Background: an optimization exercise with open tools, aiming at small area and a short achievable clock period. Do not read the settings as production practice.
RTL that was checked went through simulation tests only; none was proved equivalent to the original.
Power figures rest on the tool's default switching activity, not on a simulated workload. The clock port is modelled as an ideal driver; clocking choices that lean on that would not hold on a real chip.

Setup of P:
## uart_tx_cfg
module uart_tx_cfg #(
  parameter int unsigned CLK_FREQ    = 50_000_000,
  parameter int unsigned BAUD_RATE   = 115200,
  parameter int unsigned DATA_BITS   = 8,
  parameter int unsigned PARITY_MODE = 0,
  parameter int unsigned STOP_BITS   = 1,
  parameter int unsigned FIFO_DEPTH  = 256
) (
  input  logic                          CLK,
  input  logic                          RST,
  input  logic                          i_valid,
  input  logic [DATA_BITS-1:0]          i_data,
  output logic                          o_ready,
  output logic                          o_tx,
  output logic                          o_busy,
  output logic [$clog2(FIFO_DEPTH):0]   o_level
);
For scale: about 3,100 cells after synthesis, ~2,200 flip-flops, roughly 23 I/O pins.
export LEC_CHECK = 0
export CAP_MARGIN = 20
export CORE_MARGIN = 2
export CORE_UTILIZATION = 65
export CTS_CLUSTER_DIAMETER = 80
export CTS_CLUSTER_SIZE = 30
export SETUP_SLACK_MARGIN = 2.5
export SLEW_MARGIN = 20
create_clock -name core_clock -period 4.5 [get_ports {CLK}]
run.sh (not shown) runs the stock make flow with config.mk's settings and CLKGATE_MAP_FILE= SYNTH_SCRIPT=/design/flow/synth_recipe.tcl, a recipe that flattens the netlist after the stock synthesis.
The following lists how Q was set up differently from P:
Settings: SETUP_SLACK_MARGIN changed from 2.5 to 2.7.
--- outcome ---
NOTE: half-perimeter wire length after placement in Q exceeds that of P. Routed wire in Q totals more than in P. The non-clock buffer instance count of the final layout in P is 0.73 times that in Q. The run showing the greater post-route minimum period is Q.
No functional check of the RTL was part of any run of this note.

========
Another version of the RTL of uart_tx_cfg (not shown whole).
Size: ~3,100 cells after synthesis, ~2,200 flip-flops, ~23 I/O pins, roughly 0.049 mm2 of cells after synthesis.
make LEC_CHECK=0 CAP_MARGIN=20 CORE_MARGIN=2 CORE_UTILIZATION=65 CTS_CLUSTER_DIAMETER=80 CTS_CLUSTER_SIZE=30 SETUP_SLACK_MARGIN=3.0 SLEW_MARGIN=20 finish   # period 4.5 ns
The baseline ran to the end with no violations.
Then changed:
Settings changed: SETUP_SLACK_MARGIN 3.0 to 2.5.
The new run finished with timing, DRC and antenna clean.
Clock skew drops by 0.0069 ns.
Worst setup slack improves by 0.0085 ns.
Sequential power barely changes.
Routed wire length goes down by 12%.
Worst hold slack is better by 0.073 ns.
Area after synthesis is unchanged.
Utilization is lower by 7.5 points.
Design area goes down by 9.4%.
First-iteration DRC count climbs by 29%.
Global-route usage came out lower by 1.2 points.
Then changed:
Settings changed: SETUP_SLACK_MARGIN 2.5 to 2.7.
Final cell count grows by 0.76%. Global-route usage shrinks by 0.31 points. Utilization grows by 1.0 points. Routed wire length is about the same. Clock-buffer cell count grows by 6. Cell area grows by 1.4%.

========
indigo:
Another version of the RTL of uart_tx_cfg (not shown whole).
For scale: roughly 3100 cells after synthesis, about 2200 flip-flops, roughly 23 I/O pins.
// uart_tx_cfg
module uart_tx_cfg #(
  parameter int unsigned CLK_FREQ    = 50_000_000,
  parameter int unsigned BAUD_RATE   = 115200,
  parameter int unsigned DATA_BITS   = 8,
  parameter int unsigned PARITY_MODE = 0,
  parameter int unsigned STOP_BITS   = 1,
  parameter int unsigned FIFO_DEPTH  = 256
) (
  input  logic                          CLK,
  input  logic                          RST,
  input  logic                          i_valid,
  input  logic [DATA_BITS-1:0]          i_data,
  output logic                          o_ready,
  output logic                          o_tx,
  output logic                          o_busy,
  output logic [$clog2(FIFO_DEPTH):0]   o_level
);
clock: 4.5 ns
lec_check: 0
cap_margin: 20
core_margin: 2
core_utilization: 65
cts_cluster_diameter: 100
cts_cluster_size: 34
setup_slack_margin: 2.5
slew_margin: 20
indigo closes out successfully: all stages finished, all timing, DRC and antenna checks passed.
The following lists how sierra was set up differently from indigo:
-- flow/config.mk --
<<< indigo, line 8
export CAP_MARGIN = 20
export CORE_MARGIN = 2
export CORE_UTILIZATION = 65
export CTS_CLUSTER_DIAMETER = 100
export CTS_CLUSTER_SIZE = 34
export SETUP_SLACK_MARGIN = 2.5
export SLEW_MARGIN = 20
>>> sierra, line 8
export CAP_MARGIN = 20
export CORE_MARGIN = 2
export CORE_UTILIZATION = 70
export CTS_CLUSTER_DIAMETER = 80
export CTS_CLUSTER_SIZE = 30
export SETUP_SLACK_MARGIN = 2.5
export SLEW_MARGIN = 20
## What came out
Sequential share of layout area delta (indigo -> sierra): insignificant
Global routing met3 resource utilization down 0.19 points in sierra wrt indigo
The estimated power of sierra ends up higher than the estimate for indigo.
Compared sierra vs indigo, and buffering overhead is down in sierra.
Changes observed in sierra relative to indigo: number of buffers added by the clock tree synthesis step rose about 12%, cell area power density +7.1 mW/mm^2, average wire per standard cell saw an increase, slack of the critical path lower.
Tightest slew margin relative to the limit (higher): sierra
On multi-input logic portion of the cell area, sierra tracks indigo almost exactly.

[afterwards: timing with drivers on the ports]
The flow's constraints put no driver on any port. The routed layouts listed below were extracted and timed again, unchanged, in two steps.
Step 1 (the two cells are an assumption about what drives the block):
set clk [get_ports {CLK}]
set_driving_cell -lib_cell sky130_fd_sc_hd__clkbuf_16 $clk
set_driving_cell -lib_cell sky130_fd_sc_hd__buf_2 [delete_from_list [all_inputs] $clk]
Step 2 also shifts input and output timing later by t, the mid clock arrival at the registers, as if the neighbouring blocks saw the same clock.
a / b / c = no drivers / after step 1 / after step 2; a / b = the first two.
run	t, ns	setup slack, ns	hold WS [ns]	worst register clock-pin slew, ns	pins driven straight from the clock port
P	0.724	1.983 / 1.935 / 1.386	0.316 / 0.316 / 0.316	0.12 / 0.12	1
Q	0.728	1.977 / 1.977 / 1.442	0.308 / 0.308 / 0.308	0.11 / 0.11	1
the first run of note 2	0.733	2.335 / 2.267 / 1.881	0.249 / 0.203 / 0.315	0.12 / 0.12	1
the second run of note 2	0.719	2.343 / 2.313 / 1.774	0.322 / 0.319 / 0.322	0.11 / 0.11	1
the third run of note 2	0.712	2.387 / 2.319 / 1.801	0.320 / 0.320 / 0.320	0.12 / 0.12	1
indigo	0.711	2.387 / 2.324 / 1.945	0.316 / 0.316 / 0.316	0.12 / 0.12	1
sierra	0.730	2.372 / 2.298 / 1.971	0.311 / 0.311 / 0.311	0.11 / 0.11	1
After both steps setup and hold are still met in every run listed. The setup slack of P, which loses most, moves by -0.048 ns with the drivers and by -0.597 ns with both steps.
